Source: an optimization exercise on an open RTL-to-GDS flow (aim: small area, a short achievable clock period and few clock cycles per item). Production flows keep margins and buffers that such runs may drop.
Where RTL was checked, it was by simulation tests only, not by an equivalence proof against the original.
Power is estimated from default activity; no workload was simulated.

## motor_speed_pi_pid_control_core
module motor_speed_pi_pid_control_core #(
    parameter int SAMPLE_WIDTH   = 16,
    parameter int GAIN_FRAC_BITS = 8,
    parameter int ACC_WIDTH      = 48
) (
    input  wire logic                                   i_clk,
    input  wire logic                                   i_rst_n,
    input  wire logic                                   i_s_axis_tvalid,
    output      logic                                   o_s_axis_tready,
    input  wire logic [((2*SAMPLE_WIDTH+1+7)/8)*8-1:0]  i_s_axis_tdata,
    output      logic                                   o_m_axis_tvalid,
    input  wire logic                                   i_m_axis_tready,
    output      logic [mspc_pkg::OUT_DATA_W-1:0]        o_m_axis_tdata,
    input  wire logic                                   i_cfg_we,
    input  wire logic [mspc_pkg::CFG_ADDR_W-1:0]        i_cfg_addr,
    input  wire logic [mspc_pkg::CFG_DATA_W-1:0]        i_cfg_wdata
);
For scale: about 380 flip-flops, about 90 I/O pins.
clock: 20.0 ns
lec_check: 0
abc_area: 1
cap_margin: 20
core_margin: 2
core_utilization: 55
place_density: 0.7
slew_margin: 20
standard.sh (not shown) runs the stock make flow with config.mk's settings and CLKGATE_MAP_FILE= SYNTH_SCRIPT=/design/flow/synth_recipe.tcl, a recipe that flattens the netlist after the stock synthesis.
==> flow/flow/run.sh <==
#!/bin/bash
set -euo pipefail
MARGIN=${MARGIN:-14.7}
sed 's/yosys synth -nofsm -noshare/yosys synth -nofsm -noshare -noabc/' synth_recipe.tcl > synth_noabc.tcl
bash standard.sh SYNTH_SCRIPT="$PWD/synth_noabc.tcl" SYNTH_OPERATIONS_ARGS=-booth SETUP_SLACK_MARGIN=$MARGIN \
    "BUFFER_PORTS_ARGS=-buffer_cell sky130_fd_sc_hd__buf_2" finish > standard_flow.log 2>&1
Next try:
--- a/flow/design.v
+++ b/flow/design.v
@@ -141,47 +141,20 @@
                      : w_ovf_n ? {1'b1, {(AW-1){1'b0}}}
                      : {w_hi_next, w_t[SW-1:0]};
     always_ff @(posedge i_clk) begin
         if (!i_rst_n) begin
             o_acc <= '0;
         end else if (i_step) begin
             o_acc <= w_next;
         end
     end
 endmodule
-module mspc_sub_ks #(
-    parameter int W = 17
-) (
-    input  wire logic [W-1:0] i_a,
-    input  wire logic [W-1:0] i_b,
-    output      logic [W-1:0] o_d
-);
-    localparam int L = $clog2(W);
-    logic [W-1:0] w_p [0:L];
-    logic [W-1:0] w_g [0:L];
-    logic [W-1:0] w_nb;
-    assign w_nb     = ~i_b;
-    assign w_p[0]   = i_a ^ w_nb;
-    assign w_g[0]   = (i_a & w_nb) | {{(W-1){1'b0}}, i_a[0] | w_nb[0]};
-    for (genvar l = 0; l < L; l++) begin : g_lvl
-        for (genvar i = 0; i < W; i++) begin : g_bit
-            if (i >= (1 << l)) begin : g_op
-                assign w_g[l+1][i] = w_g[l][i] | (w_p[l][i] & w_g[l][i-(1<<l)]);
-                assign w_p[l+1][i] = w_p[l][i] & w_p[l][i-(1<<l)];
-            end else begin : g_pass
-                assign w_g[l+1][i] = w_g[l][i];
-                assign w_p[l+1][i] = w_p[l][i];
-            end
-        end
-    end
-    assign o_d = w_p[0] ^ {w_g[L][W-2:0], 1'b1};
-endmodule
 module mspc_shape (
     input  wire logic                            i_mode,
     input  wire logic [mspc_pkg::ACC_W-1:0]      i_acc,
     input  wire logic [mspc_pkg::SUM_W-1:0]      i_raw,
     input  wire logic [mspc_pkg::LIMIT_W-1:0]    i_limit,
     output      logic [mspc_pkg::DRIVE_W-1:0]    o_drive,
     output      logic                            o_clamped
 );
     localparam int AW = mspc_pkg::ACC_W;
     localparam int SW = mspc_pkg::SUM_W;
@@ -1637,69 +1610,72 @@
         .o_g2             (c_g2),
         .o_pos_ki         (c_pos_ki),
         .o_pwm_limit      (c_pwm_limit),
         .o_integral_limit (c_int_limit)
     );
     logic r_en;          
     logic w_en;
     assign w_en            = r_en;
     assign o_s_axis_tready = r_en;
     logic          r0_v, r0_run;
-    logic [EW-1:0] r0_e;
+    logic [15:0]   r0_t, r0_m;
+    logic [EW-1:0] w_e;
     always_ff @(posedge i_clk) begin
         if (!i_rst_n) begin
             r0_v <= 1'b0;
         end else if (w_en) begin
             r0_v <= i_s_axis_tvalid;
         end
     end
-    logic [EW-1:0] w_e_in;
-    mspc_sub_ks #(.W(EW)) u_sub (
-        .i_a ({i_s_axis_tdata[15], i_s_axis_tdata[15:0]}),
-        .i_b ({i_s_axis_tdata[31], i_s_axis_tdata[31:16]}),
-        .o_d (w_e_in)
-    );
     always_ff @(posedge i_clk) begin
         if (w_en) begin
-            r0_e   <= w_e_in;
+            r0_t   <= i_s_axis_tdata[15:0];
+            r0_m   <= i_s_axis_tdata[31:16];
             r0_run <= i_s_axis_tdata[32];
         end
     end
     logic          w_step0;
     logic [EW-1:0] r_pa, r_pb;         
     logic [15:0]   r_i;                
     logic [EW:0]   w_diff;
     logic [EW:0]   w_isum;
     logic [EW:0]   w_ilim;
     logic [15:0]   w_inext;
+    assign w_e     = {r0_t[15], r0_t} - {r0_m[15], r0_m};
     assign w_step0 = w_en && r0_v && r0_run;
-    assign w_diff  = {r0_e[EW-1], r0_e} - {r_pa[EW-1], r_pa};
-    assign w_isum  = {{2{r_i[15]}}, r_i} + {r0_e[EW-1], r0_e};
+    assign w_diff  = {w_e[EW-1], w_e} - {r_pa[EW-1], r_pa};
+    logic [EW:0]   w_i18, w_t18, w_nm18, w_is_s, w_is_c;
+    assign w_i18   = {{2{r_i[15]}}, r_i};
+    assign w_t18   = {{2{r0_t[15]}}, r0_t};
+    assign w_nm18  = ~{{2{r0_m[15]}}, r0_m};
+    assign w_is_s  = w_i18 ^ w_t18 ^ w_nm18;
+    assign w_is_c  = (w_i18 & w_t18) | (w_i18 & w_nm18) | (w_t18 & w_nm18);
+    assign w_isum  = w_is_s + {w_is_c[EW-1:0], 1'b1};
     assign w_ilim  = {3'b000, c_int_limit};
     always_comb begin
         if ($signed(w_isum) > $signed(w_ilim)) begin
             w_inext = w_ilim[15:0];
         end else if ($signed(w_isum) < -$signed(w_ilim)) begin
             w_inext = 16'(-w_ilim);
         end else begin
             w_inext = w_isum[15:0];
         end
     end
     always_ff @(posedge i_clk) begin
         if (!i_rst_n) begin
             r_pa <= '0;
             r_pb <= '0;
         end else if (c_swap) begin
             r_pa <= r_pb;
             r_pb <= r_pa;
         end else if (w_step0) begin
-            r_pa <= r0_e;
+            r_pa <= w_e;
         end
     end
     always_ff @(posedge i_clk) begin
         if (!i_rst_n) begin
             r_i <= '0;
         end else if (w_step0 && c_mode) begin
             r_i <= w_inext;
         end
     end
     logic          r1_v, r1_run;
Effect:
- The new run completed with no timing, DRC or antenna violations
- total power came out higher slightly
- first-iteration DRC count rose by a quarter to a third
- die area grows slightly
- count of clock-buffer cells in the layout came out lower by 1
- via count came out higher by a few percent
- final area goes up slightly
- combinational power decreases by a few percent
- clock skew came out higher by 3.6 ps
- setup slack gets worse by 38 ps
- wire length is higher by a little under a tenth
- global-route usage came out higher by 0.55 points
- flip-flop and latch count came out higher by 15
Testbench counts after the change, summed over its fixed seeds: cycles 19,416, items 19,200.
Only the layout flow was run in the first run of this note; the RTL was not checked for function there.

---

Setup of xenon:
motor_speed_pi_pid_control_core, a different RTL version from the one above (not shown whole).
Size: about 4300 cells after synthesis, ~380 flip-flops, roughly 90 I/O pins, ~38000 µm² of cells after synthesis.
==> flow/design.v (excerpt) <==
module motor_speed_pi_pid_control_core #(
    parameter int SAMPLE_WIDTH   = 16,
    parameter int GAIN_FRAC_BITS = 8,
    parameter int ACC_WIDTH      = 48
) (
    input  wire logic                                   i_clk,
    input  wire logic                                   i_rst_n,
    input  wire logic                                   i_s_axis_tvalid,
    output      logic                                   o_s_axis_tready,
    input  wire logic [((2*SAMPLE_WIDTH+1+7)/8)*8-1:0]  i_s_axis_tdata,
    output      logic                                   o_m_axis_tvalid,
    input  wire logic                                   i_m_axis_tready,
    output      logic [mspc_pkg::OUT_DATA_W-1:0]        o_m_axis_tdata,
    input  wire logic                                   i_cfg_we,
    input  wire logic [mspc_pkg::CFG_ADDR_W-1:0]        i_cfg_addr,
    input  wire logic [mspc_pkg::CFG_DATA_W-1:0]        i_cfg_wdata
);
==> flow/config.mk <==
export PLATFORM = sky130hd
export DESIGN_NAME = motor_speed_pi_pid_control_core
export DESIGN_NICKNAME = motor_speed_pi_pid_control_core
export VERILOG_FILES = /design/flow/design.v
export SDC_FILE = /design/flow/constraint.sdc
export NUM_CORES = 4
export LEC_CHECK = 0
export ABC_AREA = 1
export CAP_MARGIN = 20
export CORE_MARGIN = 2
export CORE_UTILIZATION = 55
export PLACE_DENSITY = 0.7
export SLEW_MARGIN = 20
==> flow/constraint.sdc <==
create_clock -name core_clock -period 20.0 [get_ports {i_clk}]
set_input_delay 4.0000 -clock core_clock [delete_from_list [all_inputs] [get_ports {i_clk}]]
set_output_delay 4.0000 -clock core_clock [all_outputs]
set_load 0.01 [all_outputs]
Scripts as last shown in full above: flow/flow/run.sh
Every stage of the flow completed for xenon, and the final layout passed the timing, DRC and antenna checks.
Testbench counts of xenon, summed over its fixed seeds: cycles 19,416, items 19,200.
Input-level comparison between onyx and xenon:
--- a/flow/design.v
+++ b/flow/design.v
@@ -140,49 +140,22 @@
     assign w_next    = w_ovf_p ? {1'b0, {(AW-1){1'b1}}}
                      : w_ovf_n ? {1'b1, {(AW-1){1'b0}}}
                      : {w_hi_next, w_t[SW-1:0]};
     always_ff @(posedge i_clk) begin
         if (!i_rst_n) begin
             o_acc <= '0;
         end else if (i_step) begin
             o_acc <= w_next;
         end
     end
 endmodule
-module mspc_sub_ks #(
-    parameter int W = 17,
-    parameter int L = 5          
-) (
-    input  wire logic [W-1:0] i_a,
-    input  wire logic [W-1:0] i_b,
-    output      logic [W-1:0] o_d
-);
-    logic [W-1:0] w_p [0:L];
-    logic [W-1:0] w_g [0:L];
-    logic [W-1:0] w_nb;
-    assign w_nb     = ~i_b;
-    assign w_p[0]   = i_a ^ w_nb;
-    assign w_g[0]   = (i_a & w_nb) | {{(W-1){1'b0}}, i_a[0] | w_nb[0]};
-    for (genvar l = 0; l < L; l++) begin : g_lvl
-        for (genvar i = 0; i < W; i++) begin : g_bit
-            if (i >= (1 << l)) begin : g_op
-                assign w_g[l+1][i] = w_g[l][i] | (w_p[l][i] & w_g[l][i-(1<<l)]);
-                assign w_p[l+1][i] = w_p[l][i] & w_p[l][i-(1<<l)];
-            end else begin : g_pass
-                assign w_g[l+1][i] = w_g[l][i];
-                assign w_p[l+1][i] = w_p[l][i];
-            end
-        end
-    end
-    assign o_d = w_p[0] ^ {w_g[L][W-2:0], 1'b1};
-endmodule
 module mspc_shape (
     input  wire logic                            i_mode,
     input  wire logic [mspc_pkg::ACC_W-1:0]      i_acc,
     input  wire logic [mspc_pkg::SUM_W-1:0]      i_raw,
     input  wire logic [mspc_pkg::LIMIT_W-1:0]    i_limit,
     output      logic [mspc_pkg::DRIVE_W-1:0]    o_drive,
     output      logic                            o_clamped
 );
     localparam int AW = mspc_pkg::ACC_W;
     localparam int SW = mspc_pkg::SUM_W;
     logic              w_neg0, w_r0, w_big0;
@@ -1644,31 +1617,26 @@
     assign w_en            = r_en;
     assign o_s_axis_tready = r_en;
     logic          r0_v, r0_run;
     logic [EW-1:0] r0_e;
     always_ff @(posedge i_clk) begin
         if (!i_rst_n) begin
             r0_v <= 1'b0;
         end else if (w_en) begin
             r0_v <= i_s_axis_tvalid;
         end
     end
-    logic [EW-1:0] w_e_in;
-    mspc_sub_ks #(.W(EW)) u_sub (
-        .i_a ({i_s_axis_tdata[15], i_s_axis_tdata[15:0]}),
-        .i_b ({i_s_axis_tdata[31], i_s_axis_tdata[31:16]}),
-        .o_d (w_e_in)
-    );
     always_ff @(posedge i_clk) begin
         if (w_en) begin
-            r0_e   <= w_e_in;
+            r0_e   <= {i_s_axis_tdata[15], i_s_axis_tdata[15:0]}
+                    - {i_s_axis_tdata[31], i_s_axis_tdata[31:16]};
             r0_run <= i_s_axis_tdata[32];
         end
     end
     logic          w_step0;
     logic [EW-1:0] r_pa, r_pb;         
     logic [15:0]   r_i;                
     logic [EW:0]   w_diff;
     logic [EW:0]   w_isum;
     logic [EW:0]   w_ilim;
     logic [15:0]   w_inext;
     assign w_step0 = w_en && r0_v && r0_run;
--- outcome ---
- Routed wire length, onyx vs xenon: up slightly
- Die area (higher): onyx
- The post-placement cell count was comparable across onyx and xenon.
- Taking xenon as the reference point, the via count normalized by instance count of onyx falls by about 0.44%.
- Result: PASS for each of onyx and xenon
- [compare] base=xenon new=onyx: count of distinct cell types in the synthesized netlist saw an increase, buffers plus inverters on the worst setup path +2.
- Changes observed in onyx relative to xenon: number of top-level pins flat, buffering overhead up 0.25 points, combinational cell fraction of total power down 0.2 points.
- Minimum clock period after layout up 120 ps in onyx wrt xenon
- Total length of routed met3 wires (onyx vs. xenon) increases slightly
- Delta (onyx minus xenon): part of the Yosys area used for sequential elements flat, global-route usage down 0.20 points.
- Critical path startpoint = i_s_axis_tdata[3]: onyx; critical path startpoint = u_cfg.o_g1[9]$_SDFFE_PN0P_: xenon
For onyx, only the layout was checked, not whether the RTL still works.

-- afterwards: timing with drivers on the ports --
The flow's constraints put no driver on any port. The routed layouts listed below were extracted and timed again, unchanged, in two steps.
Step 1 sets driving cells, clkbuf_16 on the clock port and buf_2 on the other inputs (assumed; they add their load-dependent delay and slew).
Step 2, shift: input delay + t, output delay - t, t = (earliest + latest rising clock arrival at the registers) / 2. This alone moves slack from input paths to output paths.
Three values: ideal, step 1, step 2; two values: the first two.
run | shift t [ns] | setup WS [ns] | hold WS [ns] | worst setup path after step 2 | clock arrival spread, ns
the first run of note 1 | 0.655 | 14.723 / 14.723 / 14.166 | 0.433 / 0.433 / 0.433 | input to register | 0.019 / 0.019
the second run of note 1 | 0.663 | 14.686 / 14.686 / 14.222 | 0.421 / 0.421 / 0.421 | input to register | 0.023 / 0.022
xenon | 0.655 | 14.723 / 14.723 / 14.166 | 0.433 / 0.433 / 0.433 | input to register | 0.019 / 0.019
onyx | 0.657 | 14.599 / 14.614 / 13.957 | 0.427 / 0.427 / 0.427 | input to register | 0.030 / 0.030
After both steps setup and hold are still met in every run listed. For onyx, which loses most, drivers alone change the setup slack by +0.015 ns; drivers and shift together by -0.642 ns.
